This design comes from an exercise in tuning for small area and a short achievable clock period on the open sky130 flow, not from production work. Function was checked by simulation only, so behaviour that the tests miss may differ from the original. Power figures rest on the tool's default switching activity, not on a simulated workload.

==> inputs of run Z <==
Design fetch_predict, start of the top module:
module fetch_predict
(
   input  logic        CLK,
   input  logic        nRST,
   input  logic        ihit,
   input  logic [31:0] imemload,
   input  logic        resolve_valid,
   input  logic        resolve_cond,
   input  logic        resolve_jump,
   input  logic        resolve_taken,
   input  logic        resolve_predicted,
   input  logic [31:0] resolve_pc,
   input  logic [31:0] resolve_target,
   output logic [31:0] imemaddr,
   output logic [31:0] fetch_instr,
   output logic [31:0] fetch_pc_plus_4,
   output logic        fetch_predicted,
   output logic        flush
);
   logic [3:0]  btb_valid;
   logic [27:0] btb_tag    [0:3];
   logic [31:0] btb_target [0:3];
   logic [1:0]  btb_state  [0:3];    
   logic [1:0]  fidx;
   logic        predict;
   logic [3:0]  fhit;         
   assign fidx      = imemaddr[3:2];
   for (genvar g = 0; g < 4; g++)
   begin : g_fhit
      assign fhit[g] = (fidx == g) && btb_valid[g] && !btb_state[g][1] &&
                       (btb_tag[g] == imemaddr[31:4]);
   end
   assign predict   = |fhit;
   logic [31:0] pc_step;
   assign pc_step = imemaddr + {29'd0, ihit, 2'b00};
   logic        redirect;
   logic [31:0] redirect_addr;
   logic        fall_through;
   assign redirect     = resolve_valid && (resolve_jump || (resolve_cond && (resolve_taken != resolve_predicted)));
   assign fall_through = !resolve_jump && resolve_cond && !resolve_taken && resolve_predicted;
   assign redirect_addr = fall_through ? resolve_pc + 32'd4 : resolve_target;
   assign flush = redirect;
   logic [1:0]  ridx;
   logic        btb_write;
   logic        check_hit;
   logic [1:0]  cstate;
   logic [1:0]  step_state;
   assign ridx      = resolve_pc[3:2];
   assign btb_write = resolve_valid && resolve_cond && !resolve_jump && ihit;
   logic [3:0]  chit;
   for (genvar g = 0; g < 4; g++)
   begin : g_chit
      assign chit[g] = btb_valid[g] && (btb_tag[g] == resolve_pc[31:4]);
   end
   assign check_hit = chit[ridx];
   assign cstate    = btb_state[ridx];
   always_comb
   begin
      if (resolve_taken)
         step_state = (cstate == 2'b00) ? 2'b00 : cstate - 2'd1;
      else
         step_state = (cstate == 2'b11) ? 2'b11 : cstate + 2'd1;
   end
   for (genvar g = 0; g < 4; g++)
   begin : g_entry
      logic wr;
      assign wr = btb_write && (ridx == g);
  ...
==> module fetch_predict, before the edit <==
module fetch_predict
(
   input  logic        CLK,
   input  logic        nRST,
   input  logic        ihit,
   input  logic [31:0] imemload,
   input  logic        resolve_valid,
   input  logic        resolve_cond,
   input  logic        resolve_jump,
   input  logic        resolve_taken,
   input  logic        resolve_predicted,
   input  logic [31:0] resolve_pc,
   input  logic [31:0] resolve_target,
   output logic [31:0] imemaddr,
   output logic [31:0] fetch_instr,
   output logic [31:0] fetch_pc_plus_4,
   output logic        fetch_predicted,
   output logic        flush
);
   logic [3:0]  btb_valid;
   logic [27:0] btb_tag    [0:3];
   logic [31:0] btb_target [0:3];
   logic [1:0]  btb_state  [0:3];    
   logic [1:0]  fidx;
   logic        predict;
   logic [3:0]  fhit;         
   assign fidx      = imemaddr[3:2];
   for (genvar g = 0; g < 4; g++)
   begin : g_fhit
      assign fhit[g] = (fidx == g) && btb_valid[g] && !btb_state[g][1] &&
                       (btb_tag[g] == imemaddr[31:4]);
   end
   assign predict   = |fhit;
   logic [31:0] pc_step;
   assign pc_step = imemaddr + {29'd0, ihit, 2'b00};
   logic        redirect;
   logic [31:0] redirect_addr;
   logic        fall_through;
   assign redirect     = resolve_valid && (resolve_jump || (resolve_cond && (resolve_taken != resolve_predicted)));
   assign fall_through = !resolve_jump && resolve_cond && !resolve_taken && resolve_predicted;
   assign redirect_addr = fall_through ? resolve_pc + 32'd4 : resolve_target;
   assign flush = redirect;
   logic [1:0]  ridx;
   logic        btb_write;
   logic        check_hit;
   logic [1:0]  cstate;
   logic [1:0]  step_state;
   assign ridx      = resolve_pc[3:2];
   assign btb_write = resolve_valid && resolve_cond && !resolve_jump && ihit;
   logic [3:0]  chit;
   for (genvar g = 0; g < 4; g++)
   begin : g_chit
      assign chit[g] = btb_valid[g] && (btb_tag[g] == resolve_pc[31:4]);
   end
   assign check_hit = chit[ridx];
   assign cstate    = btb_state[ridx];
   always_comb
   begin
      if (resolve_taken)
         step_state = (cstate == 2'b00) ? 2'b00 : cstate - 2'd1;
      else
         step_state = (cstate == 2'b11) ? 2'b11 : cstate + 2'd1;
   end
   for (genvar g = 0; g < 4; g++)
   begin : g_entry
      logic wr;
      assign wr = btb_write && (ridx == g);
      always_ff @(posedge CLK, negedge nRST)
      begin
         if (!nRST)
            btb_valid[g] <= 1'b0;
         else if (wr)
            btb_valid[g] <= 1'b1;
      end
      always_ff @(posedge CLK)
      begin
         if (wr)
         begin
            btb_tag[g]   <= resolve_pc[31:4];
            btb_state[g] <= chit[g] ? step_state : 2'b00;
            if (!chit[g])
               btb_target[g] <= resolve_target;
         end
      end
   end
   always_ff @(posedge CLK, negedge nRST)
   begin
      if (!nRST)
         imemaddr <= 32'd0;
      else if (redirect)
         imemaddr <= redirect_addr;
      else if (predict && ihit)
         imemaddr <= btb_target[fidx];
      else
         imemaddr <= pc_step;    
   end
   logic        fetch_valid;
   logic [31:0] fetch_instr_q;
   logic [31:0] fetch_pc4_q;
   always_ff @(posedge CLK, negedge nRST)
   begin
      if (!nRST)
      begin
         fetch_valid     <= 1'b0;
         fetch_predicted <= 1'b0;
      end
      else if (redirect)
      begin
         fetch_valid     <= 1'b0;
         fetch_predicted <= 1'b0;
      end
      else if (ihit)
      begin
         fetch_valid     <= 1'b1;
         fetch_predicted <= predict;
      end
   end
   always_ff @(posedge CLK)
   begin
      if (ihit)
      begin
         fetch_instr_q <= imemload;
         fetch_pc4_q   <= pc_step;     
      end
   end
   assign fetch_instr     = fetch_instr_q & {32{fetch_valid}};
   assign fetch_pc_plus_4 = fetch_pc4_q   & {32{fetch_valid}};
endmodule
export LEC_CHECK = 0
export CAP_MARGIN = 20
export CORE_MARGIN = 2
export CORE_UTILIZATION = 55
export CTS_CLUSTER_DIAMETER = 80
export CTS_CLUSTER_SIZE = 24
export SETUP_SLACK_MARGIN = 1.8
export SLEW_MARGIN = 20
create_clock -name core_clock -period 4.3 [get_ports {CLK}]
standard.sh (not shown) runs the stock make flow with config.mk's settings and CLKGATE_MAP_FILE= SYNTH_SCRIPT=/design/flow/synth_recipe.tcl, a recipe that flattens the netlist after the stock synthesis.
==> flow/flow/run.sh <==
#!/bin/bash
# Standard layout, with two changes to how it is made:
#  - plain buf_1 cells as the port buffers instead of the delay buffers
#    buffer_ports picks by default (every port still gets its own buffer);
#  - the resizer may swap a cell for any other size of the same function,
#    not only ones with the same footprint (placement is legalised after
#    every repair step).
set -euo pipefail
export BUFFER_PORTS_ARGS="-buffer_cell sky130_fd_sc_hd__buf_1"
bash standard.sh MATCH_CELL_FOOTPRINT=0 finish > standard.log 2>&1
==> run P (differences from run Z) <==
--- a/flow/design.v
+++ b/flow/design.v
@@ -26,2 +26,3 @@
    logic        predict;
+   logic [31:0] pc_plus_4;
    logic [3:0]  fhit;         
@@ -34,2 +35,3 @@
    assign predict   = |fhit;
+   assign pc_plus_4 = imemaddr + 32'd4;
    logic [31:0] pc_step;
@@ -123,3 +125,3 @@
          fetch_instr_q <= imemload;
-         fetch_pc4_q   <= pc_step;     
+         fetch_pc4_q   <= pc_plus_4;
       end
==> flow/flow/run.sh (replaced) <==
#!/bin/bash
# Standard layout, with plain buf_2 cells as the port buffers instead of
# the delay buffers buffer_ports picks by default. Every port still gets
# its own buffer.
set -euo pipefail
export BUFFER_PORTS_ARGS="-buffer_cell sky130_fd_sc_hd__buf_2"
bash standard.sh > standard.log 2>&1
--- a/flow/config.mk
+++ b/flow/config.mk
@@ -9,3 +9,3 @@
 export CORE_MARGIN = 2
-export CORE_UTILIZATION = 55
+export CORE_UTILIZATION = 62
 export CTS_CLUSTER_DIAMETER = 80
==> summary of the runs <==
Against run P, the hold slack of run Z is better by 0.13 ns. Clock skew: run Z is higher than run P (0.0034 ns). Between run Z and run P, the lower die area is in run P (gap 10%, measured against run P). In run P the maximum frequency is larger than in run Z, by 1.7%. In run P the synthesized cell count is higher than in run Z, by 13%. In run P the first-iteration DRC count is higher than in run Z, by about 70%. Of run Z and run P, run P has the higher core utilization (gap 9.2 points). Between run Z and run P, the lower non-clock buffer count is in run Z (gap 3).
==> figures <==
quantity	run Z	run P
Status	no timing/DRC/antenna violations	no timing/DRC/antenna violations
Power consumed by the clock network	2.09 mW	1.93 mW
Layout cell share with drive strength beyond 1	17.23%	24.76%
HPWL after DPL	33370 microns	35160 microns
Global-route met2 utilization	47.02%	54.86%
Multi-input logic cell count	745	884
Worst path arrival time	2.97 ns	1.68 ns
Number of logic stages on the critical path including buffering	9	7
Height of the die	179.1 microns	170.5 microns
Share of the synthesized area in compound gates (AO/OA/AOI/OAI)	2.679%	5.591%
Worst-case vdd ir drop	0.3344 mV	0.3993 mV
Cell variety after synth	48	53
Share of synthesized area spent on multiplexers	6.196%	1.995%
End of the worst register-to-register path	imemaddr[22]	imemaddr[21]
Number of DRC markers in iteration 0	1099	1871
Slack of the worst reg-to-reg path	1.72 ns	1.77 ns
Power per cell area	402.4 mW/mm^2	403.9 mW/mm^2

afterwards: timing with drivers on the ports:
No port has a modelled driver above. Below, the same layouts with a new extraction and two added sets of constraints. Step 1 sets driving cells, clkbuf_16 on the clock port and buf_2 on the other inputs (assumed; they add their load-dependent delay and slew). Step 2 also shifts input and output timing later by t, the mid clock arrival at the registers, as if the neighbouring blocks saw the same clock. a / b / c = ideal ports / drivers / drivers and shift; a / b = the first two.
| run | shift t [ns] | setup slack, ns | pins driven straight from the clock port |
|---|---|---|---|
| run Z | 0.585 | 1.716 / 1.716 / 1.242 | 1 |
| run P | 0.582 | 1.760 / 1.713 / 1.283 | 1 |
After both steps every run listed still meets setup and hold. The setup slack of run P, which loses most, moves by -0.047 ns with the drivers and by -0.477 ns with both steps.
